Background: an optimization exercise with open tools, aiming at small area, a short achievable clock period and few clock cycles per item. Do not read the settings as production practice.
The RTL was checked by simulation tests, not by an equivalence proof against the original design.

// encrypt_out
module encrypt_out (
  input  logic         clk,
  input  logic         rst,
  input  logic         start,
  input  logic [127:0] plain_text,
  input  logic [127:0] key,
  output logic [127:0] encrypt,
  output logic         done,
  output logic         busy
);
For scale: about 9300 cells after synthesis, about 390 I/O pins, roughly 0.088 mm2 of cells after synthesis.
make LEC_CHECK=0 CAP_MARGIN=20 CORE_MARGIN=2 CORE_UTILIZATION=40 SLEW_MARGIN=20 SYNTH_HIERARCHICAL=1 SYNTH_MINIMUM_KEEP_SIZE=0 finish   # period 24.0 ns
run.sh (not shown) runs the stock make flow with config.mk's settings and CLKGATE_MAP_FILE= SYNTH_SCRIPT=/design/flow/synth_recipe.tcl, a recipe that flattens the netlist after the stock synthesis.
Testbench counts at the start, summed over its fixed seeds: cycles 6,080, blocks 320.
Change:
==> flow/flow/run.sh (new file) <==
#!/bin/bash
# The standard ORFS layout, with one change to synthesis: Yosys does not
# extract half/full adders into the platform's ha/fa cells (ADDER_MAP_FILE
# empty), so ABC maps the whole datapath, adders included, itself.
# make's output goes to flow.log here; each ORFS step also keeps its own log
# under orfs/logs/.
set -euo pipefail
cd "$(dirname "$0")/.."
bash standard.sh ADDER_MAP_FILE= finish > flow.log 2>&1
==> flow/standard.sh (new file) <==
#!/bin/bash
# synth_recipe.tcl (not shown) runs the flow's synth.tcl, then flattens the netlist and writes it again
# the make line also repeats each setting of config.mk as NAME=value (left out here)
make -C /OpenROAD-flow-scripts/flow DESIGN_CONFIG=/design/flow/config.mk WORK_HOME=/design/flow/orfs CLKGATE_MAP_FILE= SYNTH_SCRIPT=/design/flow/synth_recipe.tcl "${@:-finish}"
removed: flow/run.sh
After rerunning: Cell area goes down by 13%; sequential share of layout area goes up by 2.2 points; global-route usage goes up by 2.6 points; synthesized area goes down by 15%; flip-flop and latch count is unchanged; clock-buffer cell count goes down by 4; worst setup slack is better by 1.5 ns; wire length goes down by about 6.5%; utilization goes up by 0.69 points.

encrypt_out, a different RTL version from the one above (not shown whole).
Size: about 74000 sq um of cells after synthesis.
clock: 24.0 ns
lec_check: 0
cap_margin: 5
core_margin: 2
core_utilization: 40
cts_buf_list: sky130_fd_sc_hd__clkbuf_4 sky130_fd_sc_hd__clkbuf_8
place_density: 0.8
slew_margin: 5
synth_hierarchical: 1
synth_minimum_keep_size: 0
standard.sh (not shown) runs the stock make flow with config.mk's settings and CLKGATE_MAP_FILE= SYNTH_SCRIPT=/design/flow/synth_recipe.tcl, a recipe that flattens the netlist after the stock synthesis.
==> flow/flow/run.sh <==
#!/bin/bash
# The standard ORFS layout (standard.sh), at the design's clock period
# and constraints, with three changes to how it is made:
#  - synthesis does not extract half/full adders into the platform's ha/fa
#    cells (ADDER_MAP_FILE empty), so ABC maps the adders with the rest;
#  - the floorplan step removes the buffers ABC inserted (REMOVE_ABC_BUFFERS)
#    and leaves buffering to the placer's repair steps;
#  - repair_timing aims for 12.75 ns of setup slack (SETUP_SLACK_MARGIN), so it
#    sizes and buffers the round's paths although they already meet 24 ns.
# make's output goes to flow.log here; each ORFS step also keeps its own log
# under orfs/logs/.
set -euo pipefail
cd "$(dirname "$0")/.."
bash standard.sh ADDER_MAP_FILE= REMOVE_ABC_BUFFERS=1 SETUP_SLACK_MARGIN=12.75 finish > flow.log 2>&1
The first run finished with timing, DRC and antenna clean.
Testbench counts at the start, summed over its fixed seeds: cycles 6,080, blocks 320.
==> next run, changes <==
--- a/flow/flow/run.sh
+++ b/flow/flow/run.sh
@@ -6,5 +6,5 @@
 #  - the floorplan step removes the buffers ABC inserted (REMOVE_ABC_BUFFERS)
 #    and leaves buffering to the placer's repair steps;
-#  - repair_timing aims for 12.75 ns of setup slack (SETUP_SLACK_MARGIN), so it
+#  - repair_timing aims for 13 ns of setup slack (SETUP_SLACK_MARGIN), so it
 #    sizes and buffers the round's paths although they already meet 24 ns.
 # make's output goes to flow.log here; each ORFS step also keeps its own log
@@ -12,3 +12,3 @@
 set -euo pipefail
 cd "$(dirname "$0")/.."
-bash standard.sh ADDER_MAP_FILE= REMOVE_ABC_BUFFERS=1 SETUP_SLACK_MARGIN=12.75 finish > flow.log 2>&1
+bash standard.sh ADDER_MAP_FILE= REMOVE_ABC_BUFFERS=1 SETUP_SLACK_MARGIN=13 finish > flow.log 2>&1
- CTS_BUF_LIST: sky130_fd_sc_hd__clkbuf_4 sky130_fd_sc_hd__clkbuf_8 -> default
After rerunning: Hold slack barely changes. Die area does not change. Wire length climbs by 0.46%. Cell count is about the same.
==> next run, changes <==
--- a/flow/flow/run.sh
+++ b/flow/flow/run.sh
@@ -6,5 +6,5 @@
 #  - the floorplan step removes the buffers ABC inserted (REMOVE_ABC_BUFFERS)
 #    and leaves buffering to the placer's repair steps;
-#  - repair_timing aims for 13 ns of setup slack (SETUP_SLACK_MARGIN), so it
+#  - repair_timing aims for 12.5 ns of setup slack (SETUP_SLACK_MARGIN), so it
 #    sizes and buffers the round's paths although they already meet 24 ns.
 # make's output goes to flow.log here; each ORFS step also keeps its own log
@@ -12,3 +12,3 @@
 set -euo pipefail
 cd "$(dirname "$0")/.."
-bash standard.sh ADDER_MAP_FILE= REMOVE_ABC_BUFFERS=1 SETUP_SLACK_MARGIN=13 finish > flow.log 2>&1
+bash standard.sh ADDER_MAP_FILE= REMOVE_ABC_BUFFERS=1 SETUP_SLACK_MARGIN=12.5 finish > flow.log 2>&1
- CAP_MARGIN: 5 -> 0
- SLEW_MARGIN: 5 -> 0
Effect: Worst setup slack degrades by 0.28 ns; synthesized area does not change; design area is lower by 4.3%; register-to-register slack degrades by 0.28 ns.
==> next run, changes <==
- PLACE_DENSITY: 0.8 -> default
=> Now the flow completed and failed the layout checks on capacitance limit, slew limit. Hold slack gains 0.066 ns. Die area stays the same.
==> next run, changes <==
- CAP_MARGIN: 0 -> 10
- PLACE_DENSITY: default -> 0.85
- SLEW_MARGIN: 0 -> 10
With this change the flow went through all stages and came out clean. Critical path depth drops by 2. Maximum frequency drops by 0.87%. Cell count stays flat. Worst hold slack improved by 0.058 ns. Synthesized cell count does not change. Cell area climbs by 0.30%. Setup slack got worse by 0.099 ns. Synthesized area is unchanged.

encrypt_out again, from the RTL that the note above started with.
==> flow/config.mk <==
export PLATFORM = sky130hd
export DESIGN_NAME = encrypt_out
export DESIGN_NICKNAME = encrypt_out
export VERILOG_FILES = /design/flow/design.v
export SDC_FILE = /design/flow/constraint.sdc
export NUM_CORES = 4
export LEC_CHECK = 0
export CAP_MARGIN = 5
export CORE_MARGIN = 2
export CORE_UTILIZATION = 40
export PLACE_DENSITY = 0.8
export SLEW_MARGIN = 5
export SYNTH_HIERARCHICAL = 1
export SYNTH_MINIMUM_KEEP_SIZE = 0
==> flow/constraint.sdc <==
create_clock -name core_clock -period 24.0 [get_ports {clk}]
set_input_delay 4.8000 -clock core_clock [delete_from_list [all_inputs] [get_ports {clk}]]
set_output_delay 4.8000 -clock core_clock [all_outputs]
set_load 0.01 [all_outputs]
==> flow/flow/run.sh <==
#!/bin/bash
# The standard ORFS layout (standard.sh), at the design's clock period
# and constraints, with three changes to how it is made:
#  - synthesis does not extract half/full adders into the platform's ha/fa
#    cells (ADDER_MAP_FILE empty), so ABC maps the adders with the rest;
#  - the floorplan step removes the buffers ABC inserted (REMOVE_ABC_BUFFERS)
#    and leaves buffering to the placer's repair steps;
#  - repair_timing aims for 12.75 ns of setup slack (SETUP_SLACK_MARGIN), so it
#    sizes and buffers the round's paths although they already meet 24 ns.
# make's output goes to flow.log here; each ORFS step also keeps its own log
# under orfs/logs/.
set -euo pipefail
cd "$(dirname "$0")/.."
bash standard.sh ADDER_MAP_FILE= REMOVE_ABC_BUFFERS=1 SETUP_SLACK_MARGIN=12.75 finish > flow.log 2>&1
Testbench counts at the start, summed over its fixed seeds: cycles 6,080, blocks 320.
==> next run, changes <==
Settings changed: CORE_UTILIZATION 40 to 55.
After rerunning: The changed run ran to the end with no violations. Design area drops by 1.1%. Sequential share of layout area came out higher by 0.15 points.

encrypt_out, a different RTL version from the one above (not shown whole).
Size: roughly 8000 cells after synthesis, ~390 I/O pins, about 0.075 sq mm of cells after synthesis.
clock: 24.0 ns
lec_check: 0
cap_margin: 20
core_margin: 2
core_utilization: 55
slew_margin: 20
synth_hierarchical: 1
synth_minimum_keep_size: 0
==> flow/flow/run.sh <==
#!/bin/bash
# The standard ORFS layout (standard.sh), at the design's clock period
# and constraints, with two changes to how it is made:
#  - synthesis does not extract half/full adders into the platform's ha/fa
#    cells (ADDER_MAP_FILE empty), so ABC maps the adders with the rest;
#  - repair_timing aims for 13.5 ns of setup slack (SETUP_SLACK_MARGIN), so it
#    sizes and buffers the round's paths although they already meet 24 ns.
# make's output goes to flow.log here; each ORFS step also keeps its own log
# under orfs/logs/.
set -euo pipefail
cd "$(dirname "$0")/.."
bash standard.sh ADDER_MAP_FILE= SETUP_SLACK_MARGIN=13.5 finish > flow.log 2>&1
The starting point finished with timing, DRC and antenna clean.
Testbench counts at the start, summed over its fixed seeds: cycles 6,080, blocks 320.
==> next run, changes <==
==> flow/flow/run.sh (replaced) <==
#!/bin/bash
# The standard ORFS layout (standard.sh), at the design's clock period
# and constraints, with three changes to how it is made:
#  - synthesis does not extract half/full adders into the platform's ha/fa
#    cells (ADDER_MAP_FILE empty), so ABC maps the adders with the rest;
#  - the floorplan step removes the buffers ABC inserted (REMOVE_ABC_BUFFERS)
#    and leaves buffering to the placer's repair steps;
#  - repair_timing aims for 12.5 ns of setup slack (SETUP_SLACK_MARGIN), so it
#    sizes and buffers the round's paths although they already meet 24 ns.
# make's output goes to flow.log here; each ORFS step also keeps its own log
# under orfs/logs/.
set -euo pipefail
cd "$(dirname "$0")/.."
bash standard.sh ADDER_MAP_FILE= REMOVE_ABC_BUFFERS=1 SETUP_SLACK_MARGIN=12.5 finish > flow.log 2>&1
--- a/flow/config.mk
+++ b/flow/config.mk
@@ -6,8 +6,8 @@
 export NUM_CORES = 4
 export LEC_CHECK = 0
-export CAP_MARGIN = 20
+export CAP_MARGIN = 0
 export CORE_MARGIN = 2
 export CORE_UTILIZATION = 55
-export SLEW_MARGIN = 20
+export SLEW_MARGIN = 0
 export SYNTH_HIERARCHICAL = 1
 export SYNTH_MINIMUM_KEEP_SIZE = 0
The changed run completed without violations.
Count of clock-buffer cells in the layout went down by 7.
Worst setup slack degrades by 0.59 ns.
First-iteration DRC count went down by a few percent.
Synthesized cell count stays the same.
Clock skew went down by 0.027 ns.
Cell area went down by roughly a tenth.

encrypt_out again, from the RTL that the note above started with.
export LEC_CHECK = 0
export CAP_MARGIN = 20
export CORE_MARGIN = 2
export CORE_UTILIZATION = 40
export SLEW_MARGIN = 20
export SYNTH_HIERARCHICAL = 1
export SYNTH_MINIMUM_KEEP_SIZE = 0
create_clock -name core_clock -period 24.0 [get_ports {clk}]
==> flow/flow/run.sh <==
#!/bin/bash
# The standard ORFS layout (standard.sh), at the design's clock period
# and constraints, with two changes to how it is made:
#  - synthesis does not extract half/full adders into the platform's ha/fa
#    cells (ADDER_MAP_FILE empty), so ABC maps the adders with the rest;
#  - repair_timing aims for 12 ns of setup slack (SETUP_SLACK_MARGIN), so it
#    sizes and buffers the round's paths although they already meet 24 ns.
# make's output goes to flow.log here; each ORFS step also keeps its own log
# under orfs/logs/.
set -euo pipefail
cd "$(dirname "$0")/.."
bash standard.sh ADDER_MAP_FILE= SETUP_SLACK_MARGIN=12 finish > flow.log 2>&1
Testbench counts at the start, summed over its fixed seeds: cycles 6,080, blocks 320.
Edit:
--- a/flow/flow/run.sh
+++ b/flow/flow/run.sh
@@ -6 +6 @@
-#  - repair_timing aims for 12 ns of setup slack (SETUP_SLACK_MARGIN), so it
+#  - repair_timing aims for 13 ns of setup slack (SETUP_SLACK_MARGIN), so it
@@ -12 +12 @@
-bash standard.sh ADDER_MAP_FILE= SETUP_SLACK_MARGIN=12 finish > flow.log 2>&1
+bash standard.sh ADDER_MAP_FILE= SETUP_SLACK_MARGIN=13 finish > flow.log 2>&1
Effect:
- The new run completed without violations
- flip-flop and latch count is unchanged
- die area does not change
- core utilization rises by 3.4 points
- sequential share of layout area falls by 0.92 points
- clock skew rises by 0.0085 ns

## separate check: timing with driven ports
The flow's constraints put no driver on any port. The routed layouts listed below were extracted and timed again, unchanged, in two steps. Step 1, drivers: a clkbuf_16 drives clk and a buf_2 each remaining input, both assumed. Step 2 adds t to the input delays and takes it off the output delays; t is the mean of the earliest and latest rising clock arrival at the registers after step 1. Input paths then give back, and output paths get back, about the clock's delay inside the block. Slacks: no drivers / after step 1 / after step 2; pairs: no drivers / after step 1.
| run | t, ns | setup WS [ns] | hold WS [ns] | worst slew at a driven data input, ns |
|---|---|---|---|---|
| the first run of note 1 | 0.798 | 7.978 / 7.978 / 7.978 | 0.549 / 0.549 / 0.549 | 0.18 |
| the second run of note 1 | 0.784 | 9.465 / 9.465 / 9.465 | 0.576 / 0.576 / 0.576 | 0.10 |
| the first run of note 2 | 0.930 | 12.879 / 12.879 / 12.879 | 0.521 / 0.521 / 0.521 | 0.14 |
| the second run of note 2 | 0.784 | 13.007 / 13.007 / 13.007 | 0.523 / 0.523 / 0.523 | 0.13 |
| the third run of note 2 | 0.781 | 12.730 / 12.730 / 12.730 | 0.522 / 0.522 / 0.522 | 0.14 |
| the fourth run of note 2 | 0.783 | 12.719 / 12.719 / 12.719 | 0.588 / 0.588 / 0.588 | 0.10 |
| the fifth run of note 2 | 0.793 | 12.619 / 12.619 / 12.619 | 0.646 / 0.646 / 0.646 | 0.11 |
| the first run of note 3 | 0.783 | 12.929 / 12.929 / 12.929 | 0.519 / 0.519 / 0.519 | 0.14 |
| the second run of note 3 | 0.800 | 12.767 / 12.767 / 12.767 | 0.618 / 0.618 / 0.618 | 0.13 |
| the first run of note 4 | 0.775 | 13.255 / 13.255 / 13.255 | 0.584 / 0.584 / 0.584 | 0.09 |
| the second run of note 4 | 0.794 | 12.664 / 12.664 / 12.664 | 0.604 / 0.604 / 0.604 | 0.15 |
| the first run of note 5 | 0.792 | 12.184 / 12.184 / 12.184 | 0.522 / 0.522 / 0.522 | 0.15 |
| the second run of note 5 | 0.800 | 13.046 / 13.046 / 13.046 | 0.523 / 0.523 / 0.523 | 0.14 |
